From an optimization exercise on the open Yosys and OpenROAD flow, aimed at small area; shortcuts taken in it are not production practice. No functional check of the RTL was part of any run shown here. Power and IR drop assume default switching activity.

==> design.v <==
`default_nettype none
package cgra_tile_pkg;
    localparam int DATA_W = 32;
    localparam int LOOP_W = 5;
    typedef struct packed {
        logic              valid;
        logic [DATA_W-1:0] data;
    } flit_t;
    localparam int FLIT_W = DATA_W + 1;
    typedef enum logic [4:0] {
        ADD, SUB, AND, OR, XOR, SHL, SHR, SELECT,
        LOAD_W, LOAD_H, LOAD_B,
        STORE_W, STORE_H, STORE_B,
        SET_LOOP, NOP
    } opcode_e;
    typedef enum logic [2:0] {
        SRC_NORTH  = 3'd0,
        SRC_EAST   = 3'd1,
        SRC_SOUTH  = 3'd2,
        SRC_WEST   = 3'd3,
        SRC_TREG   = 3'd4,
        SRC_UNUSED = 3'd7
    } src_e;
    typedef struct packed {
        logic [30:0] reserved;
        logic [15:0] constant;
        logic        pred_inv;
        logic        const_flag;
        opcode_e     opcode;
        logic        treg_we;
        src_e        pred_src;
        src_e        lhs_src;
        src_e        rhs_src;
    } ctrl_alu_t;
    typedef struct packed {
        logic [36:0]       reserved;
        logic [LOOP_W-1:0] loop_end;
        logic [LOOP_W-1:0] loop_start;
        logic              pred_inv;
        logic              const_flag;
        opcode_e           opcode;
        logic              treg_we;
        src_e              pred_src;
        src_e              lhs_src;
        src_e              rhs_src;
    } ctrl_loop_t;
    typedef union packed {
        ctrl_alu_t  alu;
        ctrl_loop_t loop;
    } ctrl_word_u;
    typedef struct packed {
        logic              valid;
        logic              fire;
        opcode_e           opcode;
        flit_t             rhs;
        flit_t             lhs;
        logic              use_const;
        logic [DATA_W-1:0] constant;
        logic              treg_we;
    } exec_t;
endpackage
`default_nettype wire
`default_nettype none
package cgra_mem_pkg;
    localparam int MEM_ADDR_W = 9;
    localparam int MEM_DATA_W = 32;
    localparam int MEM_BE_W   = MEM_DATA_W / 8;
    localparam logic [MEM_BE_W-1:0] BE_NONE = 4'b0000;
    localparam logic [MEM_BE_W-1:0] BE_WORD = 4'b1111;
    localparam logic [MEM_BE_W-1:0] BE_HALF = 4'b0011;
    localparam logic [MEM_BE_W-1:0] BE_BYTE = 4'b0001;
    typedef enum logic [1:0] {
        WORD = 2'd0,
        HALF = 2'd1,
        BYTE = 2'd2
    } mem_size_e;
    typedef struct packed {
        logic                  read;
        logic                  write;
        logic [MEM_ADDR_W-1:0] addr;
        logic [MEM_BE_W-1:0]   be;
        logic [MEM_DATA_W-1:0] wdata;
    } mem_req_t;
endpackage
`default_nettype wire
`timescale 1ns/1ps
`default_nettype none
module cgra_tile
(
    input  logic         clk,
    input  logic         reset,
    input  logic         i_start_exec,
    input  logic [63:0]  i_ctrl,
    input  logic [3:0]   i_flit_valid,
    input  logic [127:0] i_flit_data,
    input  logic [31:0]  i_mem_rdata,
    output logic         o_result_valid,
    output logic [31:0]  o_result_data,
    output logic         o_mem_read,
    output logic         o_mem_write,
    output logic [8:0]   o_mem_addr,
    output logic [3:0]   o_mem_be,
    output logic [31:0]  o_mem_wdata,
    output logic [4:0]   o_loop_start,
    output logic [4:0]   o_loop_end
);
    logic [2:0]  rs, ls, ps;
    logic [4:0]  op;
    logic        cf, pinv, twe;
    logic [15:0] k;
    assign rs   = i_ctrl[2:0];
    assign ls   = i_ctrl[5:3];
    assign ps   = i_ctrl[8:6];
    assign twe  = i_ctrl[9];
    assign op   = i_ctrl[14:10];
    assign cf   = i_ctrl[15];
    assign pinv = i_ctrl[16];
    assign k    = i_ctrl[32:17];
    logic        treg_v;
    logic [31:0] treg_d;
    function automatic logic [31:0] pick_data(input logic [2:0] src,
                                              input logic [127:0] fd,
                                              input logic [31:0] td);
        if (src[2])
            pick_data = src[0] ? 32'd0 : td;
        else
            pick_data = fd[32*src[1:0] +: 32];
    endfunction
    function automatic logic pick_valid(input logic [2:0] src,
                                        input logic [3:0] fv,
                                        input logic tv);
        if (src[2])
            pick_valid = (src[1:0] == 2'd0) & tv;
        else
            pick_valid = fv[src[1:0]];
    endfunction
    logic [31:0] rhs_d, lhs_d;
    logic        rv, lv, pv, pnz;
    logic [3:0]  fnz;
    assign rhs_d = pick_data(rs, i_flit_data, treg_d);
    assign lhs_d = pick_data(ls, i_flit_data, treg_d);
    assign rv    = pick_valid(rs, i_flit_valid, treg_v);
    assign lv    = pick_valid(ls, i_flit_valid, treg_v);
    assign pv    = pick_valid(ps, i_flit_valid, treg_v);
    assign fnz[0] = |i_flit_data[31:0];
    assign fnz[1] = |i_flit_data[63:32];
    assign fnz[2] = |i_flit_data[95:64];
    assign fnz[3] = |i_flit_data[127:96];
    assign pnz    = ps[2] ? (|treg_d) : fnz[ps[1:0]];
    logic is_sel, pred_ok, fire;
    assign is_sel  = (op == 5'd7);
    assign pred_ok = (ps == 3'd7) | (pv & (pnz ^ pinv));
    assign fire    = i_start_exec & pred_ok &
                     (is_sel ? (rv | lv | cf)
                             : (((rs == 3'd7) | rv) & (cf | (ls == 3'd7) | lv)));
    logic [31:0] a, b;
    assign a = cf ? {{16{k[15]}}, k} : lhs_d;
    assign b = rhs_d;
    logic        op_add, op_sub, op_and, op_or, op_xor, op_shl, op_shr;
    logic        op_ld, op_st, sz_h, sz_b;
    assign op_add = (op == 5'd0);
    assign op_sub = (op == 5'd1);
    assign op_and = (op == 5'd2);
    assign op_or  = (op == 5'd3);
    assign op_xor = (op == 5'd4);
    assign op_shl = (op == 5'd5);
    assign op_shr = (op == 5'd6);
    assign op_ld  = (op == 5'd8) | (op == 5'd9) | (op == 5'd10);
    assign op_st  = (op == 5'd11) | (op == 5'd12) | (op == 5'd13);
    assign sz_h   = (op == 5'd9) | (op == 5'd12);
    assign sz_b   = (op == 5'd10) | (op == 5'd13);
    logic [31:0] sum;
    assign sum = a + (b ^ {32{op_sub}}) + {31'd0, op_sub};
    logic [31:0] a_rev, sh_in, sh_out, sh_rev;
    always_comb
        for (int i = 0; i < 32; i++)
            a_rev[i] = a[31-i];
    assign sh_in  = op_shl ? a_rev : a;
    assign sh_out = sh_in >> b[4:0];
    always_comb
        for (int i = 0; i < 32; i++)
            sh_rev[i] = sh_out[31-i];
    logic [31:0] st_data;
    assign st_data = sz_b ? {4{b[7:0]}} : sz_h ? {2{b[15:0]}} : b;
    logic [31:0] p_next;
    assign p_next = ({32{op_add | op_sub}} & sum)
                  | ({32{op_and}} & (a & b))
                  | ({32{op_or}}  & (a | b))
                  | ({32{op_xor}} & (a ^ b))
                  | ({32{op_shl}} & sh_rev)
                  | ({32{op_shr}} & sh_out)
                  | ({32{is_sel}} & (rv ? b : a))
                  | ({32{op_st}}  & st_data);
    logic        fire1, twe1, ld1, st1, h1, b1;
    logic [31:0] p1;
    logic [10:0] a1;
    always_ff @(posedge clk)
    begin
        if (reset)
        begin
            fire1 <= 1'b0;
            twe1  <= 1'b0;
        end
        else
        begin
            fire1 <= fire;
            twe1  <= i_start_exec & twe;
        end
        ld1 <= op_ld;
        st1 <= op_st;
        h1  <= sz_h;
        b1  <= sz_b;
        p1  <= p_next;
        a1  <= a[10:0];
    end
    always_ff @(posedge clk)
    begin
        if (reset)
        begin
            o_loop_start <= '0;
            o_loop_end   <= '0;
        end
        else if (i_start_exec && op == 5'd14)
        begin
            o_loop_start <= i_ctrl[21:17];
            o_loop_end   <= i_ctrl[26:22];
        end
    end
    logic [3:0] be1;
    logic       acc1;
    always_comb
    begin
        if (b1)
            be1 = 4'b0001 << a1[1:0];
        else if (h1)
            be1 = a1[0] ? 4'b0000 : (a1[1] ? 4'b1100 : 4'b0011);
        else
            be1 = 4'b1111;
    end
    assign acc1 = fire1 & ~(h1 & a1[0]);
    logic fire2, twe2, ld2, st2;
    always_ff @(posedge clk)
    begin
        if (reset)
        begin
            o_mem_read  <= 1'b0;
            o_mem_write <= 1'b0;
            fire2       <= 1'b0;
            twe2        <= 1'b0;
        end
        else
        begin
            o_mem_read  <= acc1 & ld1;
            o_mem_write <= acc1 & st1;
            fire2       <= fire1;
            twe2        <= twe1;
        end
        ld2         <= ld1;
        st2         <= st1;
        o_mem_addr  <= a1[10:2];
        o_mem_be    <= be1;
        o_mem_wdata <= p1;
    end
    logic        fire3, twe3, ld3, st3;
    logic [3:0]  be3;
    logic [31:0] p3;
    always_ff @(posedge clk)
    begin
        if (reset)
        begin
            fire3 <= 1'b0;
            twe3  <= 1'b0;
        end
        else
        begin
            fire3 <= fire2;
            twe3  <= twe2;
        end
        ld3 <= ld2;
        st3 <= st2;
        be3 <= o_mem_be;
        p3  <= o_mem_wdata;
    end
    logic [31:0] ld_val, res;
    always_comb
    begin
        case (be3)
            4'b1111: ld_val = i_mem_rdata;
            4'b0011: ld_val = {16'd0, i_mem_rdata[15:0]};
            4'b1100: ld_val = {16'd0, i_mem_rdata[31:16]};
            4'b0001: ld_val = {24'd0, i_mem_rdata[7:0]};
            4'b0010: ld_val = {24'd0, i_mem_rdata[15:8]};
            4'b0100: ld_val = {24'd0, i_mem_rdata[23:16]};
            4'b1000: ld_val = {24'd0, i_mem_rdata[31:24]};
            default: ld_val = 32'd0;
        endcase
    end
    assign res = ld3 ? ld_val : (st3 ? 32'd0 : p3);
    always_ff @(posedge clk)
    begin
        if (reset)
        begin
            o_result_valid <= 1'b0;
            treg_v         <= 1'b0;
        end
        else
        begin
            o_result_valid <= fire3;
            if (twe3)
                treg_v <= fire3;
        end
        o_result_data <= res;
        if (twe3)
            treg_d <= res;
    end
endmodule
`default_nettype wire
==> run.sh <==
#!/bin/bash
# synth_recipe.tcl (not shown) runs the flow's synth.tcl, then flattens the netlist and writes it again
# the make line also repeats each setting of config.mk as NAME=value (left out here)
make -C /OpenROAD-flow-scripts/flow DESIGN_CONFIG=/design/flow/config.mk WORK_HOME=/design/flow/orfs CLKGATE_MAP_FILE= SYNTH_SCRIPT=/design/flow/synth_recipe.tcl finish
==> config.mk <==
export PLATFORM = sky130hd
export DESIGN_NAME = cgra_tile
export DESIGN_NICKNAME = cgra_tile
export VERILOG_FILES = /design/flow/design.v
export SDC_FILE = /design/flow/constraint.sdc
export NUM_CORES = 4
export LEC_CHECK = 0
export CAP_MARGIN = 20
export CORE_MARGIN = 2
export CORE_UTILIZATION = 40
export SLEW_MARGIN = 20
==> constraint.sdc <==
create_clock -name core_clock -period 5.5 [get_ports {clk}]
set_input_delay 1.1000 -clock core_clock [delete_from_list [all_inputs] [get_ports {clk}]]
set_output_delay 1.1000 -clock core_clock [all_outputs]
set_load 0.01 [all_outputs]
==> qor.tcl, run 1 <==
set qor(outcome) {timing/DRC/antenna clean}
set qor(mostFrequentLayoutCell) {sky130_fd_sc_hd__clkdlybuf4s50_1}
set qor(grt.overflow.total) 0
set qor(max_freq_ghz) 0.1950
set qor(synth_edf_count) 32
set qor(detailedPlacementHpwl_um) 66610
set qor(skew_ps) 13.05
set qor(timing.critical_path.required_ps) 5900
set qor(io_pins) 321
set qor(rsz0062_at_grt) {no}
set qor(power.density_nw_per_um2) 260.4
set qor(synth.top_cell.area_share_pct) 22.60
set qor(clock_insertion_delay_worst_skew_ps) 550
set qor(clkSlewWorstSetupHoldPaths_ps) 60
set qor(layout.filler_cells) 3736
set qor(routed-via-count) 17700
set qor(worstPathMaxFanout) 20
set qor(yosysWarnings) 1
set qor(grt_start_max_net_pins) 63
set qor(port_buffers) 289
set qor(power.leakage_nw) 9.052
set qor(tritoncts_num_sinks) 216
set qor(main_synth_ff_type) {sky130_fd_sc_hd__dfxtp_1}
set qor(timing.reg2reg.setup_slack_ps) 920
set qor(syn_avg_cell_area_um2) 8.891
set qor(num_rows) 73
set qor(finalMaxSlewViolations) 0
set qor(route.detailed.drc) 0
set qor(first_pass_grt_wire_length_um) 115700
set qor(ctsResizeCount) 0
set qor(floorplan.die_area_um2) 42370
set qor(drt_iter0_drc) 2192
set qor(final-setup-viol-count) 0
set qor(synth-seq-area-share_pct) 28.50
set qor(core-area_um2) 40010
set qor(antenna_violations_before_repair) 3
set qor(total_power_mw) 5.683
set qor(cts_post_setup_buffers_inserted) 0
set qor(detailedPlace.worstSlack_ps) -78.94
set qor(post_synth_instance_area_um2) 16300
set qor(initial_utilization_pct) 40.74
set qor(fin_tns_setup_ps) 0
set qor(grtUsageTotal_pct) 37.74
set qor(cts-hold-fix-buffers) 0
set qor(worstMarginPinSlew_ps) 1111
set qor(cp-start-kind) {input port}
set qor(seqCellArea_um2) 4644
set qor(cts-buffers-inserted) 23
set qor(postLayoutCoreUtil_pct) 54.55
set qor(num-nets-final) 2578
set qor(drt_pass1_iterations) 9
set qor(postSynthCellCount) 1833
set qor(drt.antenna.violating_nets) 0
set qor(final_layout_size_suffix_gt1_share_pct) 16.53
set qor(avgViaCountPerCell) 6.331
set qor(clock_root_buffer) {sky130_fd_sc_hd__clkbuf_16}
set qor(cts_tree) {built}
set qor(worstHoldPathType) {register to register}
set qor(area_taken_by_multi_input_logic_gates_um2) 10810
set qor(ys_top_cells_by_area) {sky130_fd_sc_hd__dfxtp_1 23%, sky130_fd_sc_hd__mux2i_1 9.0%, sky130_fd_sc_hd__ha_1 7.2%, sky130_fd_sc_hd__mux4_2 6.2%, sky130_fd_sc_hd__edfxtp_1 5.9%}
set qor(die_height_um) 205.8
set qor(arr_time_crit_path_ps) 5530
set qor(max_cap_viol_count) 0
set qor(setup_slack_of_the_critical_path_after_layout_ps) 371.9
set qor(min_period_over_period_pct) 93.24
set qor(timing.final.crit_period_ps) 5128
set qor(syn_nets) 2159
set qor(ys_ff_latch) 216
set qor(final_cell_mix) {285 x sky130_fd_sc_hd__clkdlybuf4s50_1, 226 x sky130_fd_sc_hd__buf_4, 184 x sky130_fd_sc_hd__dfxtp_1}
set qor(worstSetupPathType) {input port to register}
set qor(route.final.wire_length_um) 82320
set qor(areaGrowthSynthToFinish_pct) 33.91
set qor(yosysUniqueCellTypes) 81
set qor(ys_async_sr_fraction_pct) 0
set qor(worst_slew_margin_rel_pct) 25.43
set qor(synthDominantAreaCellType) {sky130_fd_sc_hd__dfxtp_1}
set qor(finalHoldViolCount) 0
set qor(vias_in_the_first_global_route) 16520
set qor(floorplan.die.width_um) 205.8
set qor(gp_routability_congestion) 1.053
set qor(cts.htree.levels) 1
set qor(critical_path.endpoint_type) {register}
set qor(wl_per_cell_um) 29.44
set qor(ctsLongestPathBuffers) 3
set qor(ir_worst_vdd_mv) 0.3097
-- cell families (layout without fill, tap and decap cells) --
| kind of cell | count (synthesis) | in the layout | share of synthesized area (%) |
|---|---|---|---|
| AOI/OAI and AO/OA | 573 | 573 | 24.63 |
| DFF | 216 | 216 | 28.50 |
| buffers and inverters | 209 | 645 | 5.443 |
| muxes | 227 | 227 | 17.67 |
| other | 0 | 2 | 0 |
| xor gates and xnor gates | 58 | 58 | 3.117 |
| adders and majority gates | 95 | 95 | 7.340 |
| and+or+nand+nor | 455 | 455 | 13.31 |
-- critical path, cell delays in order --
cell and delay (ps):
sky130_fd_sc_hd__clkdlybuf4s50_1 560, sky130_fd_sc_hd__buf_4 150, sky130_fd_sc_hd__buf_4 210, sky130_fd_sc_hd__nor2b_1 160
sky130_fd_sc_hd__a211oi_1 60, sky130_fd_sc_hd__o22ai_1 260, sky130_fd_sc_hd__buf_4 190, sky130_fd_sc_hd__inv_1 50
sky130_fd_sc_hd__ha_1 300, sky130_fd_sc_hd__and3_1 180, sky130_fd_sc_hd__a221o_1 360, sky130_fd_sc_hd__o211ai_1 170
sky130_fd_sc_hd__buf_4 150, sky130_fd_sc_hd__o211ai_1 190, sky130_fd_sc_hd__o31ai_1 320, sky130_fd_sc_hd__buf_4 180
sky130_fd_sc_hd__o21ai_0 160, sky130_fd_sc_hd__xnor2_1 180, sky130_fd_sc_hd__nor2_1 50, sky130_fd_sc_hd__or4_1 550
-- final timing paths --
path / start / to / cells after the start
max reg2reg: treg_d[0] / p1[26] / 17
max: i_ctrl[5] / p1[26] / 20
min: a1[2] / o_mem_addr[0] / 0
min reg2reg: a1[2] / o_mem_addr[0] / 0
-- final cells by class --
cell class                 instances  share of cell area (%)
clock inverter                    10                  0.5791
sequential                       216                   21.28
timing repair buffer             517                   21.17
clock buffer                      32                   2.930
tap                              525                   3.010
inverter                          86                   1.479
antenna                            2                 0.02293
multi-input combinational       1408                   49.53
-- cells in the mapped netlist, types with 20 or more instances --
library cell / n
sky130_fd_sc_hd__o221ai_1: 21
sky130_fd_sc_hd__edfxtp_1: 32
sky130_fd_sc_hd__xnor2_1: 30
sky130_fd_sc_hd__ha_1: 94
sky130_fd_sc_hd__a221oi_1: 25
sky130_fd_sc_hd__nand2_1: 138
sky130_fd_sc_hd__o211ai_1: 29
sky130_fd_sc_hd__a21oi_1: 91
sky130_fd_sc_hd__mux2i_1: 147
sky130_fd_sc_hd__o21ai_1: 28
sky130_fd_sc_hd__nor2_1: 132
sky130_fd_sc_hd__mux4_2: 45
sky130_fd_sc_hd__a21o_1: 32
sky130_fd_sc_hd__o21ai_0: 89
sky130_fd_sc_hd__clkbuf_1: 73
sky130_fd_sc_hd__xor2_1: 28
sky130_fd_sc_hd__a22o_1: 27
sky130_fd_sc_hd__mux2_2: 31
sky130_fd_sc_hd__nor4_1: 36
sky130_fd_sc_hd__a211oi_1: 34
sky130_fd_sc_hd__dfxtp_1: 184
sky130_fd_sc_hd__nand3_1: 20
sky130_fd_sc_hd__inv_1: 79
sky130_fd_sc_hd__o22ai_1: 44
sky130_fd_sc_hd__nor2b_1: 26
sky130_fd_sc_hd__a22oi_1: 27
-- power breakdown --
group | switching, mW | internal [mW] | total (mW)
Sequential | 0.0764 | 1.75 | 1.83
Combinational | 1.29 | 0.973 | 2.26
Clock | 0.679 | 0.917 | 1.60
-- through the flow --
stage,cell area (um^2),hold slack (ps),cells
floorplan,16300,309.6,1833
CTS,21800,319.9,2793
detailed placement,21040,312.1,2751
global placement,21030,311.9,2750
finish,21820,316.4,2796
global route,21820,321.9,2794
-- sequential cells by signal, indices dropped and copies added, names as in the netlist, 4 cells and up --
| register | cells |
|---|---|
| o_loop_start | 5 |
| p3 | 32 |
| p1 | 32 |
| o_loop_end | 5 |
| o_mem_be | 4 |
| o_result_data | 32 |
| a1 | 11 |
| be3 | 4 |
| treg_d | 32 |
| o_mem_wdata | 32 |
| o_mem_addr | 9 |
-- routing by layer --
| layer | wire [um] | GRT usage, % |
|---|---|---|
| met3 | 8197 | 7.349 |
| met4 | 5074 | 19.74 |
| met2 | 35520 | 57.82 |
| met5 | 32 | 0 |
| met1 | 33500 | 50.27 |
==> run 2: changes to the inputs <==
--- a/config.mk
+++ b/config.mk
@@ -8,4 +8,6 @@
 export CAP_MARGIN = 20
 export CORE_MARGIN = 2
 export CORE_UTILIZATION = 40
+export CTS_BUF_LIST = sky130_fd_sc_hd__clkbuf_4
+export GPL_TIMING_DRIVEN = 0
 export SLEW_MARGIN = 20
==> qor.tcl, run 2 <==
set qor(outcome) {complete, but fails checks}
set qor(checkFailReasons) {setup timing}
set qor(ys_async_sr_fraction_pct) 0
set qor(worst_slew_margin_rel_pct) 25.40
set qor(drt.antenna.violating_nets) 0
set qor(gp_routability_congestion) 1.068
set qor(worst-r2r-cell-count) 18
set qor(first_pass_grt_wire_length_um) 124900
set qor(floorplan.die.width_um) 205.8
set qor(wl_per_cell_um) 33.14
set qor(finalMaxSlewViolations) 0
set qor(grt_start_max_net_pins) 34
set qor(synthDominantAreaCellType) {sky130_fd_sc_hd__dfxtp_1}
set qor(grtUsageTotal_pct) 41.68
set qor(min_period_over_period_pct) 100.7
set qor(avgViaCountPerCell) 6.676
set qor(placed_cell_area_um2) 19860
set qor(power.density_nw_per_um2) 257.3
set qor(finalHoldViolCount) 0
set qor(die_height_um) 205.8
set qor(clkSlewWorstSetupHoldPaths_ps) 60
set qor(num-nets-final) 2500
set qor(antenna_violations_before_repair) 6
set qor(synth.top_cells.by_count) {184 x sky130_fd_sc_hd__dfxtp_1, 147 x sky130_fd_sc_hd__mux2i_1, 138 x sky130_fd_sc_hd__nand2_1}
set qor(arr_time_crit_path_ps) 6100
set qor(synth-seq-area-share_pct) 28.50
set qor(post_synth_instance_area_um2) 16300
set qor(floorplan.die_area_um2) 42370
set qor(timing.critical_path.required_ps) 6060
set qor(regToRegEndpoint) {p1[26]}
set qor(ctsLongestPathBuffers) 3
set qor(critical_path.top_delay_family) {compound AO/OA/AOI/OAI gates}
set qor(clock_insertion_delay_worst_skew_ps) 800
set qor(min-delay-start) {o_mem_wdata[9]}
set qor(detailedPlacementHpwl_um) 74080
set qor(max_cap_viol_count) 0
set qor(num_rows) 73
set qor(worstHoldPathType) {register to register}
set qor(main_synth_ff_type) {sky130_fd_sc_hd__dfxtp_1}
set qor(max_freq_ghz) 0.1805
set qor(timing.reg2reg.setup_slack_ps) 550
set qor(core-area_um2) 40010
set qor(drt_pass1_iterations) 7
set qor(ys_ff_latch) 216
set qor(cp_slowest_stage_delay_ps) 860
set qor(cp-start-kind) {input port}
set qor(cts.htree.levels) 2
set qor(total_power_mw) 5.359
set qor(final_cell_area_um2) 20830
set qor(io_pins) 321
set qor(port_buffers) 284
set qor(cts_tree) {built}
set qor(worstMarginPinSlew_ps) 1119
set qor(grt.overflow.total) 0
set qor(layout.filler_cells) 3809
set qor(fin_cells) 2742
set qor(cts-buffers-inserted) 53
set qor(postLayoutCoreUtil_pct) 52.07
set qor(timing.hold.worst_path_depth) 0
set qor(worstSetupPathType) {input port to register}
set qor(areaGrowthSynthToFinish_pct) 27.83
set qor(route.final.wire_length_um) 90860
set qor(route.detailed.drc) 0
set qor(final_cell_mix) {283 x sky130_fd_sc_hd__clkdlybuf4s50_1, 183 x sky130_fd_sc_hd__dfxtp_1, 146 x sky130_fd_sc_hd__mux2i_1}
set qor(skew_ps) 105.2
set qor(yosysUniqueCellTypes) 81
set qor(clock_root_buffer) {sky130_fd_sc_hd__clkbuf_4}
set qor(ir_worst_vdd_mv) 0.2807
set qor(worst_hold_path.endpoint) {p3[9]}
set qor(setup_slack_of_the_critical_path_after_layout_ps) -39.81
set qor(tritoncts_num_sinks) 216
set qor(seqCellArea_um2) 4646
set qor(initial_utilization_pct) 40.74
set qor(path_cells) {buf_2 > buf_4 > clkbuf_4 > mux4_2 > a22oi_1 > xor2_1 > ha_1 > inv_1 > nand2_1 > o31ai_1 > a221o_1 > a211oi_1 > o2111ai_1 > or3_1}
set qor(syn_avg_cell_area_um2) 8.891
set qor(ys_top_cells_by_area) {sky130_fd_sc_hd__dfxtp_1 23%, sky130_fd_sc_hd__mux2i_1 9.0%, sky130_fd_sc_hd__ha_1 7.2%, sky130_fd_sc_hd__mux4_2 6.2%, sky130_fd_sc_hd__edfxtp_1 5.9%}
set qor(final-setup-viol-count) 3
set qor(power.leakage_nw) 8.355
set qor(critical_path.endpoint_type) {register}
set qor(slowest_stage) {sky130_fd_sc_hd__a22oi_1}
set qor(area_taken_by_multi_input_logic_gates_um2) 11020
set qor(worstPathMaxFanout) 10
set qor(cp_num_buf_inv) 4
set qor(routed-via-count) 18310
set qor(vias_in_the_first_global_route) 17170
set qor(placedCellCount) 2645
set qor(post-synth-top-count-cell) {sky130_fd_sc_hd__dfxtp_1}
set qor(synth_edf_count) 32
set qor(final_layout_size_suffix_gt1_share_pct) 12.69
set qor(yosysWarnings) 1
set qor(rsz0062_at_grt) {no}
set qor(syn_nets) 2159
set qor(mostFrequentLayoutCell) {sky130_fd_sc_hd__clkdlybuf4s50_1}
set qor(drt_iter0_drc) 2726
set qor(timing.final.crit_period_ps) 5540
set qor(synth.top_cell.area_share_pct) 22.60
set qor(postSynthCellCount) 1833
set qor(reg2reg_from) {treg_d[0]}
[run 2: cell counts after synthesis]
Identical to the previous run, type by type.
[run 2: cell type report]
type	count	area share (%)
tap	525	3.153
timing repair buffer	293	13.98
clock buffer	77	2.775
clock inverter	19	0.5225
inverter	86	1.568
sequential	216	22.30
multi-input combinational	1408	52.88
buffer	116	2.799
antenna	2	0.02402
[run 2: worst max-delay path by stage]
| stage | start | slack (ps) | cells past startpoint | end |
|---|---|---|---|---|
| floorplan | i_ctrl[1] | 20 | 19 | p1[30] |
| global placement | i_ctrl[2] | -2390 | 19 | p1[30] |
| detailed placement | i_ctrl[2] | -2490 | 19 | p1[30] |
| CTS | i_ctrl[1] | 20 | 15 | p1[25] |
| global route | i_ctrl[3] | 0.6 | 20 | p1[30] |
| finish | i_ctrl[0] | -40 | 14 | p1[25] |
[run 2: cell families after synthesis]
logic type	after synthesis	share of synthesized area, %
compound gates	573	24.63
simple gates	455	13.31
mux	227	17.67
flops	216	28.50
buf+inv	209	5.443
fa+ha+maj	95	7.340
xor+xnor	58	3.117
[run 2: power by group]
part | total (mW) | leakage, nW | switching [mW] | internal, mW
registers | 1.83 | 1.81 | 0.0796 | 1.75
clock network | 1.36 | 0.401 | 0.673 | 0.690
logic | 2.16 | 6.14 | 1.34 | 0.826
[run 2: what timing repair did]
item / 4_1_cts / 5_1_grt
hold buffers: 0 / 0
endpoints found under the hold margin: 0 / 0
setup buffers: 5 / 1
resized for setup: 41 / 40
endpoints found under the setup margin: 26 / 10
pin swaps: 5 / 5
[run 2: per-stage QoR]
step / setup TNS [ps] / hold slack, ps / setup WS (ps)
floorplan: 0 / 309.6 / 18.78
global placement: -41830 / 309.9 / -2390
detailed placement: -42290 / 312.1 / -2491
CTS: 0 / 283.0 / 15.15
global route: 0 / 319.4 / 0.5920
finish: -56.13 / 276.2 / -39.81
[run 2: per-layer routing]
| metal | up-vias | part of all wire (%) | global-route usage, % |
|---|---|---|---|
| li1 | 7716 | - | - |
| met1 | 8842 | 39 | 53.26 |
| met2 | 1416 | 42 | 63.28 |
| met3 | 324 | 12 | 10.34 |
| met4 | 8 | 7.2 | 25.28 |
| met5 | - | 0.050 | 0 |
==> run 3: changes to the inputs <==
==> flow/run.sh (new file) <==
#!/bin/bash
# The standard layout, with the port buffers made from the smallest buffer cell
set -euo pipefail
export BUFFER_PORTS_ARGS="-buffer_cell sky130_fd_sc_hd__buf_1"
bash standard.sh finish > make_finish.log 2>&1
==> standard.sh (new file) <==
#!/bin/bash
# synth_recipe.tcl (not shown) runs the flow's synth.tcl, then flattens the netlist and writes it again
# the make line also repeats each setting of config.mk as NAME=value (left out here)
make -C /OpenROAD-flow-scripts/flow DESIGN_CONFIG=/design/flow/config.mk WORK_HOME=/design/flow/orfs CLKGATE_MAP_FILE= SYNTH_SCRIPT=/design/flow/synth_recipe.tcl "${@:-finish}"
--- a/config.mk
+++ b/config.mk
@@ -8,6 +8,4 @@
 export CAP_MARGIN = 20
 export CORE_MARGIN = 2
 export CORE_UTILIZATION = 40
-export CTS_BUF_LIST = sky130_fd_sc_hd__clkbuf_4
-export GPL_TIMING_DRIVEN = 0
 export SLEW_MARGIN = 20
removed: run.sh
==> qor.tcl, run 3 <==
set qor(max_freq_ghz) 0.1888
set qor(cts_tree) {built}
set qor(finalMaxSlewViolations) 0
set qor(cp-start-kind) {input port}
set qor(synthDominantAreaCellType) {sky130_fd_sc_hd__dfxtp_1}
set qor(setup_slack_of_the_critical_path_after_layout_ps) 203.2
set qor(floorplan.die.width_um) 205.8
set qor(rsz0062_at_grt) {no}
set qor(ctsLongestPathBuffers) 3
set qor(synth.top_cells.by_count) {184 x sky130_fd_sc_hd__dfxtp_1, 147 x sky130_fd_sc_hd__mux2i_1, 138 x sky130_fd_sc_hd__nand2_1}
set qor(floorplan.die_area_um2) 42370
set qor(avgViaCountPerCell) 6.324
set qor(clock_root_buffer) {sky130_fd_sc_hd__clkbuf_16}
set qor(final_cell_mix) {285 x sky130_fd_sc_hd__buf_1, 245 x sky130_fd_sc_hd__buf_4, 184 x sky130_fd_sc_hd__dfxtp_1}
set qor(num-nets-final) 2601
set qor(ys_ff_latch) 216
set qor(grt.overflow.total) 0
set qor(startpoint) {i_ctrl[4]}
set qor(cts-hold-fix-buffers) 0
set qor(post_synth_instance_area_um2) 16300
set qor(worstPathMaxFanout) 25
set qor(route.detailed.drc) 0
set qor(worst_slew_margin_rel_pct) 31.57
set qor(mostFrequentLayoutCell) {sky130_fd_sc_hd__buf_1}
set qor(timing.critical_path.required_ps) 5920
set qor(grt_start_max_net_pins) 63
set qor(cts.htree.levels) 1
set qor(grtUsageTotal_pct) 38.45
set qor(critical_path.top_delay_family) {compound AO/OA/AOI/OAI gates}
set qor(syn_nets) 2159
set qor(min-delay-start) {p1[21]}
set qor(worstMarginPinSlew_ps) 1026
set qor(worst-r2r-cell-count) 17
set qor(synth-seq-area-share_pct) 28.50
set qor(synth_edf_count) 32
set qor(layout.filler_cells) 3927
set qor(max_cap_viol_count) 0
set qor(min_period_over_period_pct) 96.31
set qor(critPathMostFrequentCell) {sky130_fd_sc_hd__buf_4}
set qor(detailedPlacementHpwl_um) 68180
set qor(fin_tns_setup_ps) 0
set qor(ir_worst_vdd_mv) 0.3506
set qor(tritoncts_num_sinks) 216
set qor(fin_hold_ws_ps) 286.1
set qor(power.leakage_nw) 8.438
set qor(timing.hold.worst_path_depth) 0
set qor(reg2reg_from) {treg_d[0]}
set qor(area_taken_by_multi_input_logic_gates_um2) 10800
set qor(cts_post_setup_buffers_inserted) 0
set qor(worstHoldPathType) {register to register}
set qor(port_buffers) 289
set qor(timing.final.crit_period_ps) 5297
set qor(postSynthCellCount) 1833
set qor(total_power_mw) 5.600
set qor(clkSlewWorstSetupHoldPaths_ps) 70
set qor(synth.top_cell.area_share_pct) 22.60
set qor(seqCellArea_um2) 4644
set qor(post-synth-top-count-cell) {sky130_fd_sc_hd__dfxtp_1}
set qor(clock_insertion_delay_worst_skew_ps) 580
set qor(detailedPlace.worstSlack_ps) -187.5
set qor(slowest_stage) {sky130_fd_sc_hd__buf_4}
set qor(drt_iter0_drc) 2309
set qor(ctsResizeCount) 0
set qor(num_rows) 73
set qor(cp_num_buf_inv) 6
set qor(postLayoutCoreUtil_pct) 50.65
set qor(wl_per_cell_um) 29.82
set qor(power.density_nw_per_um2) 276.4
set qor(yosysUniqueCellTypes) 81
set qor(routed-via-count) 17830
set qor(critical_path.endpoint_type) {register}
set qor(main_synth_ff_type) {sky130_fd_sc_hd__dfxtp_1}
set qor(outcome) {timing/DRC/antenna clean}
set qor(timing.critical_path.depth) 19
set qor(gp_routability_congestion) 1.047
set qor(path_cells) {clkbuf_4 > buf_4 > mux2i_1 > o22ai_1 > o22ai_1 > buf_4 > inv_1 > ha_1 > a21o_1 > a221o_1 > o211ai_1 > o211ai_1 > buf_4 > o31ai_1 > buf_4 > o21ai_1 > a311oi_1 > mux2i_1 > or3_1}
set qor(final-setup-viol-count) 0
set qor(vias_in_the_first_global_route) 16650
set qor(die_height_um) 205.8
set qor(cp_slowest_stage_delay_ps) 390
set qor(arr_time_crit_path_ps) 5710
set qor(io_pins) 321
set qor(finalHoldViolCount) 0
set qor(cts-buffers-inserted) 24
set qor(syn_avg_cell_area_um2) 8.891
set qor(first_pass_grt_wire_length_um) 117100
set qor(skew_ps) 47.03
set qor(initial_utilization_pct) 40.74
set qor(route.final.wire_length_um) 84050
set qor(worstSetupPathType) {input port to register}
set qor(final_layout_size_suffix_gt1_share_pct) 17.50
set qor(ys_async_sr_fraction_pct) 0
set qor(core-area_um2) 40010
set qor(areaGrowthSynthToFinish_pct) 24.35
set qor(drt_pass1_iterations) 7
set qor(drt.antenna.violating_nets) 0
set qor(ys_top_cells_by_area) {sky130_fd_sc_hd__dfxtp_1 23%, sky130_fd_sc_hd__mux2i_1 9.0%, sky130_fd_sc_hd__ha_1 7.2%, sky130_fd_sc_hd__mux4_2 6.2%, sky130_fd_sc_hd__edfxtp_1 5.9%}
set qor(antenna_violations_before_repair) 3
set qor(yosysWarnings) 1
==> run 3: report_power, final <==
part | internal (mW) | total [mW] | switching [mW]
Clock | 0.926 | 1.65 | 0.725
Combinational | 0.818 | 2.12 | 1.30
Sequential | 1.75 | 1.83 | 0.0774
==> run 3: metrics by stage <==
| stage | area (um^2) | std cells |
|---|---|---|
| CTS | 20240 | 2816 |
| finish | 20260 | 2819 |
| detailed placement | 19440 | 2773 |
| global placement | 19440 | 2773 |
| global route | 20260 | 2818 |
| floorplan | 16300 | 1833 |
==> run 3: cell type report <==
cell class	instances	area share, %
multi-input combinational	1408	53.32
inverter	86	1.593
clock inverter	17	0.9200
clock buffer	26	3.050
sequential	216	22.92
antenna	2	0.02470
tap	525	3.242
timing repair buffer	539	14.94
==> run 3: metal layers <==
layer | track usage (%) | share of wire, %
met5 | 0 | 0.015
met4 | 20.56 | 6.6
met3 | 8.125 | 11
met2 | 58.45 | 42
met1 | 51.02 | 40
==> run 3: path summary, 6_finish.rpt <==
path | endpoint | slack (ps)
max | p1[30] | 200
max reg2reg | p1[30] | 590
min | o_mem_wdata[21] | 290
min reg2reg | o_mem_wdata[21] | 290
==> run 3: cells by family after synthesis <==
| kind of cell | after synthesis | synth area share, % |
|---|---|---|
| DFF | 216 | 28.50 |
| buffers and inverters | 209 | 5.443 |
| adders and majority gates | 95 | 7.340 |
| and+or+nand+nor | 455 | 13.31 |
| muxes | 227 | 17.67 |
| xor gates and xnor gates | 58 | 3.117 |
| AOI/OAI and AO/OA | 573 | 24.63 |
==> run 3: worst reg2reg max path, stage by stage, from the launching register on <==
cell	delay [ps]
sky130_fd_sc_hd__edfxtp_1	540
sky130_fd_sc_hd__nand3b_1	160
sky130_fd_sc_hd__o221ai_1	240
sky130_fd_sc_hd__o21ai_1	240
sky130_fd_sc_hd__nand2b_1	150
sky130_fd_sc_hd__o21ai_0	160
sky130_fd_sc_hd__fa_1	450
sky130_fd_sc_hd__a21o_1	230
sky130_fd_sc_hd__a221o_1	330
sky130_fd_sc_hd__o211ai_1	360
sky130_fd_sc_hd__o211ai_1	160
sky130_fd_sc_hd__buf_4	180
sky130_fd_sc_hd__o31ai_1	380
sky130_fd_sc_hd__buf_4	200
sky130_fd_sc_hd__o21ai_1	100
sky130_fd_sc_hd__a311oi_1	340
sky130_fd_sc_hd__mux2i_1	140
sky130_fd_sc_hd__or3_1	390
==> run 4: changes to the inputs <==
--- a/config.mk
+++ b/config.mk
@@ -8,4 +8,5 @@
 export CAP_MARGIN = 20
 export CORE_MARGIN = 2
 export CORE_UTILIZATION = 40
+export GPL_TIMING_DRIVEN = 0
 export SLEW_MARGIN = 20
==> qor.tcl, run 4 <==
set qor(outcome) {complete, but fails checks}
set qor(checkFailReasons) {setup timing}
set qor(placed_cell_area_um2) 18080
set qor(final_cell_area_um2) 19140
set qor(final_cell_mix) {294 x sky130_fd_sc_hd__buf_1, 183 x sky130_fd_sc_hd__dfxtp_1, 145 x sky130_fd_sc_hd__mux2i_1}
set qor(setup_slack_of_the_critical_path_after_layout_ps) -40.07
set qor(route.detailed.drc) 0
set qor(clock_insertion_delay_worst_skew_ps) 540
set qor(post-synth-top-count-cell) {sky130_fd_sc_hd__dfxtp_1}
set qor(cts.htree.levels) 1
set qor(final_layout_size_suffix_gt1_share_pct) 11.14
set qor(arr_time_crit_path_ps) 5940
set qor(ys_async_sr_fraction_pct) 0
set qor(gp_routability_congestion) 1.039
set qor(cts-hold-fix-buffers) 0
set qor(met2_usage_in_global_routing_pct) 61.29
set qor(tritoncts_num_sinks) 216
set qor(num-nets-final) 2475
set qor(syn_avg_cell_area_um2) 8.891
set qor(worstHoldPathType) {register to register}
set qor(yosysUniqueCellTypes) 81
set qor(worstPathMaxFanout) 10
set qor(ctsLongestPathBuffers) 3
set qor(postSynthCellCount) 1833
set qor(max_cap_viol_count) 0
set qor(globalRouteMet1Util_pct) 53.45
set qor(post_synth_instance_area_um2) 16300
set qor(floorplan.die_area_um2) 42370
set qor(max_freq_ghz) 0.1805
set qor(critical_path.endpoint_type) {register}
set qor(placedCellCount) 2645
set qor(skew_ps) 18.46
set qor(initial_utilization_pct) 40.74
set qor(final-setup-viol-count) 2
set qor(slowest_stage) {sky130_fd_sc_hd__or3_1}
set qor(main_synth_ff_type) {sky130_fd_sc_hd__dfxtp_1}
set qor(cts_tree) {built}
set qor(core-area_um2) 40010
set qor(port_buffers) 284
set qor(drt_iter0_drc) 2515
set qor(drt_pass1_iterations) 7
set qor(grt_most_used_layer) {met2}
set qor(power.leakage_nw) 7.573
set qor(avgViaCountPerCell) 6.666
set qor(power.density_nw_per_um2) 278.2
set qor(routed-via-count) 17940
set qor(syn_nets) 2159
set qor(clkSlewWorstSetupHoldPaths_ps) 70
set qor(synth-seq-area-share_pct) 28.50
set qor(floorplan.die.width_um) 205.8
set qor(route.final.wire_length_um) 88560
set qor(fin_hold_ws_ps) 319.2
set qor(synth.top_cell.area_share_pct) 22.60
set qor(min_period_over_period_pct) 100.7
set qor(detailedPlacementHpwl_um) 72740
set qor(finalMaxSlewViolations) 0
set qor(grtUsageTotal_pct) 40.40
set qor(worstMarginPinSlew_ps) 1193
set qor(grt.overflow.total) 0
set qor(grt_start_max_net_pins) 34
set qor(areaGrowthSynthToFinish_pct) 17.47
set qor(synth_edf_count) 32
set qor(die_height_um) 205.8
set qor(ir_worst_vdd_mv) 0.2947
set qor(ys_ff_latch) 216
set qor(synthDominantAreaCellType) {sky130_fd_sc_hd__dfxtp_1}
set qor(num_rows) 73
set qor(timing.final.crit_period_ps) 5540
set qor(cts-buffers-inserted) 23
set qor(drt.antenna.violating_nets) 0
set qor(path_cells) {clkbuf_4 > clkbuf_4 > buf_4 > mux4_2 > a2bb2oi_4 > xor2_1 > ha_1 > clkbuf_1 > and3_1 > a221o_1 > o211ai_1 > o211ai_1 > o31ai_4 > o21ai_1 > a311oi_2 > mux2i_2 > or3_1}
set qor(yosysWarnings) 1
set qor(synth.top_cells.by_count) {184 x sky130_fd_sc_hd__dfxtp_1, 147 x sky130_fd_sc_hd__mux2i_1, 138 x sky130_fd_sc_hd__nand2_1}
set qor(worst_slew_margin_rel_pct) 20.00
set qor(ys_top_cells_by_area) {sky130_fd_sc_hd__dfxtp_1 23%, sky130_fd_sc_hd__mux2i_1 9.0%, sky130_fd_sc_hd__ha_1 7.2%, sky130_fd_sc_hd__mux4_2 6.2%, sky130_fd_sc_hd__edfxtp_1 5.9%}
set qor(fin_cells) 2691
set qor(clock_root_buffer) {sky130_fd_sc_hd__clkbuf_16}
set qor(worstSetupPathType) {input port to register}
set qor(fin_tns_setup_ps) -44.25
set qor(vias_in_the_first_global_route) 16350
set qor(cp-start-kind) {input port}
set qor(timing.critical_path.required_ps) 5900
set qor(finalHoldViolCount) 0
set qor(io_pins) 321
set qor(antenna_violations_before_repair) 4
set qor(cp_slowest_stage_delay_ps) 420
set qor(wl_per_cell_um) 32.91
set qor(groute.layer.met3.usage_pct) 8.188
set qor(mostFrequentLayoutCell) {sky130_fd_sc_hd__buf_1}
set qor(first_pass_grt_wire_length_um) 121300
-- run 4: cell counts after synthesis --
Identical to the previous run, type by type.
-- run 4: final timing paths --
check | start | endpoint | slack, ps | cells past startpoint
worst max-delay path | i_ctrl[1] | p1[30] | -40 | 17
worst min-delay path | a1[6] | o_mem_addr[4] | 320 | 0
worst max register to register | treg_d[2] | p1[30] | 380 | 16
worst min register to register | a1[6] | o_mem_addr[4] | 320 | 0
-- run 4: cell families after synthesis --
family                   count (synthesis)  synth area share, %
AO/OA/AOI/OAI                          573                24.63
AND/OR/NAND/NOR                        455                13.31
multiplexers                           227                17.67
flip-flops                             216                28.50
buffers and inverters                  209                5.443
adder cells (fa/ha/maj)                 95                7.340
XOR/XNOR                                58                3.117
-- run 4: metrics by stage --
| stage | setup slack, ps | util (%) | power, mW |
|---|---|---|---|
| finish | -40.07 | 47.85 | 5.326 |
| detailed placement | -2036 | 45.20 | 3.715 |
| CTS | 13.02 | 47.48 | 5.245 |
| floorplan | 18.78 | - | 2.933 |
| global route | -61.28 | 47.85 | 5.502 |
| global placement | -2010 | 45.05 | 3.712 |
-- run 4: cell type report --
class / instances / area (um^2)
fillers: 4018 / 20860
multi-input cells: 1408 / 11030
flip-flops and latches: 216 / 4646
repair buffers: 298 / 1164
well taps: 525 / 656.9
clock buffers: 27 / 601.8
plain buffers: 116 / 593.1
inverters: 86 / 330.3
clock inverters: 13 / 118.9
diodes: 2 / 5.005
-- run 4: worst max-delay path: cells and delay by family --
| family | cells | cell delay (ps) |
|---|---|---|
| XOR/XNOR | 1 | 190 |
| adder cells (fa/ha/maj) | 1 | 240 |
| multiplexers | 2 | 580 |
| buffers and inverters | 4 | 970 |
| AO/OA/AOI/OAI | 7 | 2180 |
| AND/OR/NAND/NOR | 2 | 640 |
-- run 4: power by group --
part	total, mW	switching (mW)	internal (mW)
Clock	1.50	0.663	0.842
Combinational	1.99	1.33	0.657
Sequential	1.83	0.0779	1.75
Total	5.33	2.08	3.25
-- run 4: what timing repair did --
item / in CTS / in global routing
buffers inserted: 5 / 4
pin swaps: 6 / 7
gates resized for setup: 48 / 42
endpoints found under the setup margin: 25 / 10
-- run 4: layer usage --
| metal | routed length (um) | up-vias | part of all wire [%] |
|---|---|---|---|
| li1 | - | 7619 | - |
| met1 | 35140 | 8703 | 40 |
| met2 | 37560 | 1338 | 42 |
| met3 | 9650 | 273 | 11 |
| met4 | 6160 | 6 | 7.0 |
| met5 | 43 | - | 0.049 |
==> run 5: changes to the inputs <==
--- a/design.v
+++ b/design.v
@@ -170,27 +170,65 @@
     assign sz_h   = (op == 5'd9) | (op == 5'd12);
     assign sz_b   = (op == 5'd10) | (op == 5'd13);
     logic [31:0] sum;
-    assign sum = a + (b ^ {32{op_sub}}) + {31'd0, op_sub};
-    logic [31:0] a_rev, sh_in, sh_out, sh_rev;
+    logic [31:0] bx, pp, gg;
+    logic [31:0] G, P;
+    logic [32:0] cc;
+    assign bx = b ^ {32{op_sub}};
+    assign pp = a ^ bx;
+    always_comb
+    begin
+        gg = a & bx;
+        gg[0] = (a[0] & bx[0]) | (pp[0] & op_sub);
+        G = gg; P = pp;
+        for (int d = 1; d < 32; d = d * 2)
+            for (int i = 2*d - 1; i < 32; i = i + 2*d)
+            begin
+                G[i] = G[i] | (P[i] & G[i-d]);
+                P[i] = P[i] & P[i-d];
+            end
+        for (int d = 8; d >= 1; d = d / 2)
+            for (int i = 3*d - 1; i < 32; i = i + 2*d)
+            begin
+                G[i] = G[i] | (P[i] & G[i-d]);
+                P[i] = P[i] & P[i-d];
+            end
+        cc[0] = op_sub;
+        for (int i = 0; i < 32; i++) cc[i+1] = G[i];
+    end
+    assign sum = pp ^ cc[31:0];
+    logic [31:0] a_rev, sh_in, s0, s1, s2, s3, sh_out, sh_rev;
     always_comb
         for (int i = 0; i < 32; i++)
             a_rev[i] = a[31-i];
     assign sh_in  = op_shl ? a_rev : a;
-    assign sh_out = sh_in >> b[4:0];
+    assign s0     = b[4] ? {16'd0, sh_in[31:16]} : sh_in;
+    assign s1     = b[3] ? {8'd0,  s0[31:8]}     : s0;
+    assign s2     = b[2] ? {4'd0,  s1[31:4]}     : s1;
+    assign s3     = b[1] ? {2'd0,  s2[31:2]}     : s2;
+    assign sh_out = b[0] ? {1'd0,  s3[31:1]}     : s3;
     always_comb
         for (int i = 0; i < 32; i++)
             sh_rev[i] = sh_out[31-i];
-    logic [31:0] st_data;
-    assign st_data = sz_b ? {4{b[7:0]}} : sz_h ? {2{b[15:0]}} : b;
+    logic [3:0]  tt;
+    logic [31:0] lu;
+    always_comb
+    begin
+        case (op)
+            5'd2:                 tt = 4'b1000;             
+            5'd3:                 tt = 4'b1110;             
+            5'd4:                 tt = 4'b0110;             
+            5'd7:                 tt = rv ? 4'b1010 : 4'b1100;
+            5'd11, 5'd12, 5'd13:  tt = 4'b1010;             
+            default:              tt = 4'b0000;
+        endcase
+        for (int i = 0; i < 32; i++)
+            lu[i] = tt[{a[i], b[i]}];
+    end
     logic [31:0] p_next;
     assign p_next = ({32{op_add | op_sub}} & sum)
-                  | ({32{op_and}} & (a & b))
-                  | ({32{op_or}}  & (a | b))
-                  | ({32{op_xor}} & (a ^ b))
                   | ({32{op_shl}} & sh_rev)
                   | ({32{op_shr}} & sh_out)
-                  | ({32{is_sel}} & (rv ? b : a))
-                  | ({32{op_st}}  & st_data);
+                  | lu;
     logic        fire1, twe1, ld1, st1, h1, b1;
     logic [31:0] p1;
     logic [10:0] a1;
@@ -259,7 +297,7 @@
         st2         <= st1;
         o_mem_addr  <= a1[10:2];
         o_mem_be    <= be1;
-        o_mem_wdata <= p1;
+        o_mem_wdata <= b1 ? {4{p1[7:0]}} : h1 ? {2{p1[15:0]}} : p1;
     end
     logic        fire3, twe3, ld3, st3;
     logic [3:0]  be3;
--- a/config.mk
+++ b/config.mk
@@ -8,5 +8,4 @@
 export CAP_MARGIN = 20
 export CORE_MARGIN = 2
 export CORE_UTILIZATION = 40
-export GPL_TIMING_DRIVEN = 0
 export SLEW_MARGIN = 20
==> qor.tcl, run 5 <==
set qor(outcome) {timing/DRC/antenna clean}
set qor(avgViaCountPerCell) 6.270
set qor(worstHoldPathType) {register to register}
set qor(cts-buffers-inserted) 23
set qor(mostFrequentLayoutCell) {sky130_fd_sc_hd__buf_1}
set qor(worstSetupPathType) {input port to register}
set qor(synth.mux.area_fraction_pct) 17.00
set qor(route.final.wire_length_um) 70500
set qor(areaGrowthSynthToFinish_pct) 27.34
set qor(cts.htree.levels) 1
set qor(first_pass_grt_wire_length_um) 98230
set qor(placedCellCount) 2412
set qor(cp_slowest_stage_delay_ps) 530
set qor(main_synth_ff_type) {sky130_fd_sc_hd__dfxtp_1}
set qor(io_pins) 321
set qor(timing.critical_path.required_ps) 5920
set qor(synth.top_cell.area_share_pct) 25.92
set qor(fin_hold_ws_ps) 318.8
set qor(detailedPlacementHpwl_um) 57470
set qor(yosysWarnings) 1
set qor(critical_path.top_delay_family) {compound AO/OA/AOI/OAI gates}
set qor(slowest_stage) {sky130_fd_sc_hd__a222oi_1}
set qor(synth-simple-area-share_pct) 13.91
set qor(fin_tns_setup_ps) 0
set qor(synth_compound_area_share_pct) 24.08
set qor(clock_insertion_delay_worst_skew_ps) 540
set qor(final_cell_area_um2) 18100
set qor(cp_num_buf_inv) 4
set qor(die_height_um) 192.5
set qor(antenna_violations_before_repair) 5
set qor(clkSlewWorstSetupHoldPaths_ps) 60
set qor(layout.filler_cells) 3442
set qor(wl_per_cell_um) 28.69
set qor(synth.top_cells.by_count) {184 x sky130_fd_sc_hd__dfxtp_1, 118 x sky130_fd_sc_hd__nand2_1, 111 x sky130_fd_sc_hd__nor2_1}
set qor(yosysUniqueCellTypes) 77
set qor(cts_tree) {built}
set qor(total_power_mw) 5.222
set qor(routed-via-count) 15410
set qor(worstMarginPinSlew_ps) 998.4
set qor(finalHoldViolCount) 0
set qor(gp_routability_congestion) 1.025
set qor(power.leakage_nw) 7.130
set qor(area_taken_by_multi_input_logic_gates_um2) 9049
set qor(floorplan.die_area_um2) 37050
set qor(ys_ff_latch) 216
set qor(grt.overflow.total) 0
set qor(final_layout_size_suffix_gt1_share_pct) 19.03
set qor(drt_pass1_iterations) 7
set qor(postSynthCellCount) 1549
set qor(vias_in_the_first_global_route) 14400
set qor(timing.final.crit_period_ps) 5242
set qor(fin_cells) 2457
set qor(grtUsageTotal_pct) 36.81
set qor(final-setup-viol-count) 0
set qor(finalMaxSlewViolations) 0
set qor(ctsLongestPathBuffers) 3
set qor(worst_slew_margin_rel_pct) 32.83
set qor(final_cell_mix) {286 x sky130_fd_sc_hd__buf_1, 216 x sky130_fd_sc_hd__buf_4, 184 x sky130_fd_sc_hd__dfxtp_1}
set qor(max_cap_viol_count) 0
set qor(min_period_over_period_pct) 95.31
set qor(syn_nets) 1824
set qor(placed_cell_area_um2) 17240
set qor(num_rows) 69
set qor(grt_start_max_net_pins) 36
set qor(critical_path.endpoint_type) {register}
set qor(synth_edf_count) 32
set qor(syn_avg_cell_area_um2) 9.174
set qor(num-nets-final) 2251
set qor(detailedPlace.worstSlack_ps) -415.1
set qor(synth_top_family_by_area) {compound AO/OA/AOI/OAI gates}
set qor(worstPathMaxFanout) 14
set qor(tritoncts_num_sinks) 216
set qor(route.detailed.drc) 0
set qor(port_buffers) 289
set qor(seqCellArea_um2) 4644
set qor(drt.antenna.violating_nets) 0
set qor(synthDominantAreaCellType) {sky130_fd_sc_hd__dfxtp_1}
set qor(synthAdderAreaFrac_pct) 4.719
set qor(skew_ps) 12.07
set qor(floorplan.die.width_um) 192.5
set qor(post-synth-top-count-cell) {sky130_fd_sc_hd__dfxtp_1}
set qor(setup_slack_of_the_critical_path_after_layout_ps) 258.0
set qor(clock_root_buffer) {sky130_fd_sc_hd__clkbuf_16}
set qor(post_synth_instance_area_um2) 14210
set qor(core-area_um2) 35310
set qor(cts-hold-fix-buffers) 0
set qor(synth-seq-area-share_pct) 32.68
set qor(ys_top_cells_by_area) {sky130_fd_sc_hd__dfxtp_1 26%, sky130_fd_sc_hd__mux2i_1 7.7%, sky130_fd_sc_hd__edfxtp_1 6.8%, sky130_fd_sc_hd__mux4_2 5.2%, sky130_fd_sc_hd__mux2_2 3.8%}
set qor(cp-start-kind) {input port}
set qor(max_freq_ghz) 0.1908
set qor(ys_async_sr_fraction_pct) 0
set qor(postLayoutCoreUtil_pct) 51.25
set qor(ir_worst_vdd_mv) 0.2763
set qor(arr_time_crit_path_ps) 5660
set qor(power.density_nw_per_um2) 288.6
set qor(path_cells) {buf_4 > buf_4 > nor2b_2 > a222oi_1 > buf_4 > xnor2_2 > inv_1 > ha_1 > o2111ai_1 > a21oi_2 > o21ai_1 > and2_4 > o31a_1 > nor4b_4 > nor2_1 > fa_1 > xor2_1 > o221ai_1 > a221o_1 > a221o_1}
set qor(critPathMostFrequentCell) {sky130_fd_sc_hd__buf_4}
set qor(rsz0062_at_grt) {no}
set qor(drt_iter0_drc) 1528
set qor(synth_xor_xnor_area_share_pct) 3.020
set qor(initial_utilization_pct) 40.25
## run 5: cell count changes after synthesis, sizes merged, moves of 16 or more
| cell | change |
|---|---|
| ha | -66 |
| mux2i | -38 |
| inv | -35 |
| o21ai | -27 |
| o22ai | -27 |
| nor2 | -22 |
| nand2 | -21 |
| a211oi | -20 |
| a21o | -18 |
| buf | -16 |
| mux2 | +16 |
## run 5: what timing repair did
item                                    in CTS  in global routing
endpoints found under the setup margin       0                  7
resized for setup                            0                  9
buffers inserted                             0                  0
hold endpoints to repair                     0                  0
## run 5: path summary, 6_finish.rpt
path	from	end	slack, ps	depth (start not counted)
worst max-delay path	i_ctrl[0]	p1[27]	260	20
worst min-delay path	a1[3]	o_mem_addr[1]	320	0
worst max register to register	treg_d[4]	p1[27]	800	17
worst min register to register	a1[3]	o_mem_addr[1]	320	0
## run 5: cell families (layout without fill, tap and decap cells)
kind of cell	Yosys count	in the layout
AOI/OAI and AO/OA	480	480
xor gates and xnor gates	49	49
adders and majority gates	44	44
buffers and inverters	158	601
DFF	216	216
muxes	193	193
other	0	4
and+or+nand+nor	409	409
## run 5: power breakdown
group	total [mW]	internal (mW)	switching, mW
logic	1.74	0.690	1.05
clock network	1.65	0.989	0.656
registers	1.84	1.76	0.0834
## run 5: area by class of cell
class	instances	share of cell area, %
sequential	216	25.67
multi-input combinational	1175	50.00
antenna	4	0.05531
tap	461	3.187
clock buffer	31	3.623
clock inverter	10	0.8504
timing repair buffer	510	15.58
inverter	50	1.037
## run 5: routing by layer
| metal | up-vias | routed length (um) | track usage (%) |
|---|---|---|---|
| met1 | 7518 | 29450 | 49.13 |
| met2 | 904 | 31160 | 57.57 |
| met4 | 6 | 3525 | 16.82 |
| met5 | - | 43 | 0 |
| li1 | 6812 | - | - |
| met3 | 165 | 6317 | 7.074 |
## run 5: worst register-to-register path, cell delays in order (launching register included)
cell,delay (ps)
sky130_fd_sc_hd__edfxtp_1,540
sky130_fd_sc_hd__a222oi_1,560
sky130_fd_sc_hd__buf_4,220
sky130_fd_sc_hd__xnor2_2,110
sky130_fd_sc_hd__inv_1,60
sky130_fd_sc_hd__ha_1,290
sky130_fd_sc_hd__o2111ai_1,180
sky130_fd_sc_hd__a21oi_2,210
sky130_fd_sc_hd__o21ai_1,80
sky130_fd_sc_hd__and2_4,140
sky130_fd_sc_hd__o31a_1,280
sky130_fd_sc_hd__nor4b_4,360
sky130_fd_sc_hd__nor2_1,120
sky130_fd_sc_hd__fa_1,440
sky130_fd_sc_hd__xor2_1,170
sky130_fd_sc_hd__o221ai_1,190
sky130_fd_sc_hd__a221o_1,350
sky130_fd_sc_hd__a221o_1,280
==> run 6: changes to the inputs <==
--- a/config.mk
+++ b/config.mk
@@ -8,4 +8,5 @@
 export CAP_MARGIN = 20
 export CORE_MARGIN = 2
 export CORE_UTILIZATION = 40
+export GPL_TIMING_DRIVEN = 0
 export SLEW_MARGIN = 20
==> qor.tcl, run 6 <==
set qor(final_cell_mix) {284 x sky130_fd_sc_hd__buf_1, 183 x sky130_fd_sc_hd__dfxtp_1, 118 x sky130_fd_sc_hd__nand2_1}
set qor(ctsLongestPathBuffers) 3
set qor(outcome) {complete, but fails checks}
set qor(grt.overflow.total) 0
set qor(clock_insertion_delay_worst_skew_ps) 520
set qor(grt_start_max_net_pins) 34
set qor(cts-buffers-inserted) 22
set qor(critical_path.top_delay_family) {compound AO/OA/AOI/OAI gates}
set qor(timing.reg2reg.setup_slack_ps) 420
set qor(areaGrowthSynthToFinish_pct) 24.09
set qor(worstPathMaxFanout) 7
set qor(post_synth_instance_area_um2) 14210
set qor(cts_tree) {built}
set qor(timing.final.crit_period_ps) 5597
set qor(floorplan.die.width_um) 192.5
set qor(first_pass_grt_wire_length_um) 102000
set qor(gp_routability_congestion) 1.022
set qor(fin_hold_ws_ps) 323.6
set qor(core-area_um2) 35310
set qor(yosysWarnings) 1
set qor(ys_top_cells_by_area) {sky130_fd_sc_hd__dfxtp_1 26%, sky130_fd_sc_hd__mux2i_1 7.7%, sky130_fd_sc_hd__edfxtp_1 6.8%, sky130_fd_sc_hd__mux4_2 5.2%, sky130_fd_sc_hd__mux2_2 3.8%}
set qor(worstSetupPathType) {input port to register}
set qor(route.final.wire_length_um) 74350
set qor(post-synth-top-count-cell) {sky130_fd_sc_hd__dfxtp_1}
set qor(path_cells) {buf_6 > buf_12 > buf_4 > buf_4 > mux4_2 > a22oi_1 > xor2_1 > ha_1 > a21oi_1 > o21bai_1 > a21oi_1 > nor2b_1 > o21ai_0 > nand2b_1 > o41ai_4 > o21ai_2 > fa_2 > xnor2_2 > xnor2_1 > xnor2_1 > nand2_1 > o211ai_1 > a221o_1}
set qor(critical_path.endpoint_type) {register}
set qor(route.detailed.drc) 0
set qor(num-nets-final) 2164
set qor(min-delay-start) {st2}
set qor(slowest_stage) {sky130_fd_sc_hd__mux4_2}
set qor(power.density_nw_per_um2) 287.4
set qor(drt_iter0_drc) 1775
set qor(placed_cell_area_um2) 16000
set qor(wl_per_cell_um) 31.38
set qor(antenna_violations_before_repair) 2
set qor(placedCellCount) 2295
set qor(floorplan.die_area_um2) 37050
set qor(initial_utilization_pct) 40.25
set qor(setup_slack_of_the_critical_path_after_layout_ps) -96.56
set qor(worst_slew_margin_rel_pct) 16.62
set qor(synthDominantAreaCellType) {sky130_fd_sc_hd__dfxtp_1}
set qor(syn_nets) 1824
set qor(ys_async_sr_fraction_pct) 0
set qor(ys_ff_latch) 216
set qor(syn_avg_cell_area_um2) 9.174
set qor(clock_root_buffer) {sky130_fd_sc_hd__clkbuf_16}
set qor(cp_slowest_stage_delay_ps) 590
set qor(port_buffers) 284
set qor(worstHoldPathType) {register to register}
set qor(final_layout_size_suffix_gt1_share_pct) 14.86
set qor(yosysUniqueCellTypes) 77
set qor(timing.critical_path.required_ps) 5900
set qor(synth.top_cells.by_count) {184 x sky130_fd_sc_hd__dfxtp_1, 118 x sky130_fd_sc_hd__nand2_1, 111 x sky130_fd_sc_hd__nor2_1}
set qor(worst_hold_path.endpoint) {st3}
set qor(ir_worst_vdd_mv) 0.2592
set qor(synth-seq-area-share_pct) 32.68
set qor(timing.hold.worst_path_depth) 0
set qor(drt.antenna.violating_nets) 0
set qor(avgViaCountPerCell) 6.471
set qor(min_period_over_period_pct) 101.8
set qor(finalMaxSlewViolations) 0
set qor(max_freq_ghz) 0.1787
set qor(cp-start-kind) {input port}
set qor(drt_pass1_iterations) 5
set qor(main_synth_ff_type) {sky130_fd_sc_hd__dfxtp_1}
set qor(regToRegEndpoint) {p1[25]}
set qor(worst-r2r-cell-count) 19
set qor(postSynthCellCount) 1549
set qor(arr_time_crit_path_ps) 5990
set qor(cts-hold-fix-buffers) 0
set qor(fin_tns_setup_ps) -165.6
set qor(die_height_um) 192.5
set qor(finalHoldViolCount) 0
set qor(io_pins) 321
set qor(vias_in_the_first_global_route) 14350
set qor(layout.filler_cells) 3472
set qor(final_cell_area_um2) 17630
set qor(cts.htree.levels) 1
set qor(cp_num_buf_inv) 4
set qor(max_cap_viol_count) 0
set qor(routed-via-count) 15330
set qor(reg2reg_from) {treg_d[3]}
set qor(num_rows) 69
set qor(clkSlewWorstSetupHoldPaths_ps) 70
set qor(mostFrequentLayoutCell) {sky130_fd_sc_hd__buf_1}
set qor(detailedPlacementHpwl_um) 60560
set qor(rsz0062_at_grt) {yes}
set qor(worstMarginPinSlew_ps) 1240
set qor(tritoncts_num_sinks) 216
set qor(synth.top_cell.area_share_pct) 25.92
set qor(skew_ps) 20.12
set qor(fin_cells) 2369
set qor(grtUsageTotal_pct) 38.81
set qor(final-setup-viol-count) 2
set qor(checkFailReasons) {setup timing}
set qor(power.leakage_nw) 6.609
set qor(synth_edf_count) 32
run 6: cell counts after synthesis:
No cell type changed its count.
run 6: where the power goes:
group / switching [mW] / internal [mW] / leakage, nW
clock network: 0.615 / 0.891 / 0.357
logic: 1.10 / 0.621 / 4.44
registers: 0.0790 / 1.76 / 1.81
run 6: cell type report:
type	instances	area, um^2	area share (%)
clock inverter	4	55.05	0.3122
tap	461	576.8	3.271
inverter	50	187.7	1.064
sequential	216	4646	26.34
multi-input combinational	1175	9404	53.33
timing repair buffer	320	1374	7.791
antenna	3	7.507	0.04257
clock buffer	36	675.6	3.831
buffer	104	708.2	4.016
run 6: worst reg2reg max path, delay by kind of cell, from the launching register on:
kind | cells | cell delay, ps
AO/OA/AOI/OAI | 9 | 2530
AND/OR/NAND/NOR | 3 | 380
flip-flops | 1 | 550
XOR/XNOR | 2 | 220
buffers and inverters | 3 | 550
adder cells (fa/ha/maj) | 2 | 650
run 6: how the worst max path moves through the flow:
stage / from / end / slack (ps) / depth (start not counted)
2_1_floorplan: i_ctrl[0] / p1[30] / -30 / 22
3_3_place_gp: i_ctrl[0] / p1[26] / -1630 / 22
3_5_place_dp: i_ctrl[0] / p1[31] / -1670 / 25
4_1_cts: i_ctrl[0] / p1[31] / 10 / 24
5_1_grt: i_ctrl[0] / p1[31] / -140 / 24
6_report: i_ctrl[0] / p1[31] / -100 / 23
run 6: what timing repair did:
action | CTS | global route
pin swaps | 25 | 12
cloned | 0 | 0
endpoints found under the setup margin | 22 | 8
setup buffers | 29 | 6
gates resized for setup | 110 | 27
run 6: cells by family after synthesis:
family                     count (synthesis)  share of synthesized area (%)
AOI/OAI and AO/OA                        480                          24.08
and+or+nand+nor                          409                          13.91
muxes                                    193                          17.00
adders and majority gates                 44                          4.719
buffers and inverters                    158                          4.587
DFF                                      216                          32.68
xor gates and xnor gates                  49                          3.020
run 6: metal layers:
metal	global-route usage [%]	share of wire (%)
met3	6.710	9.6
met4	19.44	6.1
met5	0	0.027
met2	62.30	45
met1	50.33	40
run 6: through the flow:
stage	total power, mW	setup slack (ps)	util [%]
3_3_place_gp	3.403	-1629	45.25
2_1_floorplan	2.760	-30.65	-
5_1_grt	5.229	-141.7	49.92
3_5_place_dp	3.401	-1672	45.31
6_report	5.067	-96.56	49.94
4_1_cts	4.998	10.97	49.49

-- re-timing with driven ports --
The results above use ideal ports. As a check the final layouts listed here were re-extracted and re-timed, cells and wires unchanged. Step 1 sets driving cells, clkbuf_16 on the clock port and buf_2 on the other inputs (assumed; they add their load-dependent delay and slew). Step 2 moves the port delays by t, midway between the first and last clock arrival at a register: inputs arrive t later, outputs are due t later. That takes back most of the time a late clock gives input paths. Three values: no drivers, after step 1, after step 2; two values: the first two.
| run | shift t [ns] | slack for setup (ns) | latest minus earliest clock arrival (ns) | worst register clock-pin slew, ns | worst slew at a driven data input, ns |
|---|---|---|---|---|---|
| run 1 | 0.599 | 0.372 / 0.378 / -0.220 | 0.014 / 0.015 | 0.08 / 0.08 | 0.09 |
| run 2 | 0.804 | -0.040 / -0.003 / -0.807 | 0.112 / 0.112 | 0.08 / 0.08 | 0.09 |
| run 3 | 0.613 | 0.203 / 0.235 / -0.378 | 0.047 / 0.048 | 0.07 / 0.07 | 0.07 |
| run 4 | 0.591 | -0.040 / -0.027 / -0.617 | 0.019 / 0.019 | 0.08 / 0.08 | 0.05 |
| run 5 | 0.584 | 0.258 / 0.286 / -0.298 | 0.012 / 0.012 | 0.06 / 0.06 | 0.12 |
| run 6 | 0.565 | -0.097 / -0.098 / -0.663 | 0.020 / 0.020 | 0.07 / 0.07 | 0.14 |
With both steps, setup timing fails in run 1, run 3 and run 5, where it was met with ideal ports. The setup slack of run 2, which loses most, moves by +0.037 ns with the drivers and by -0.767 ns with both steps.
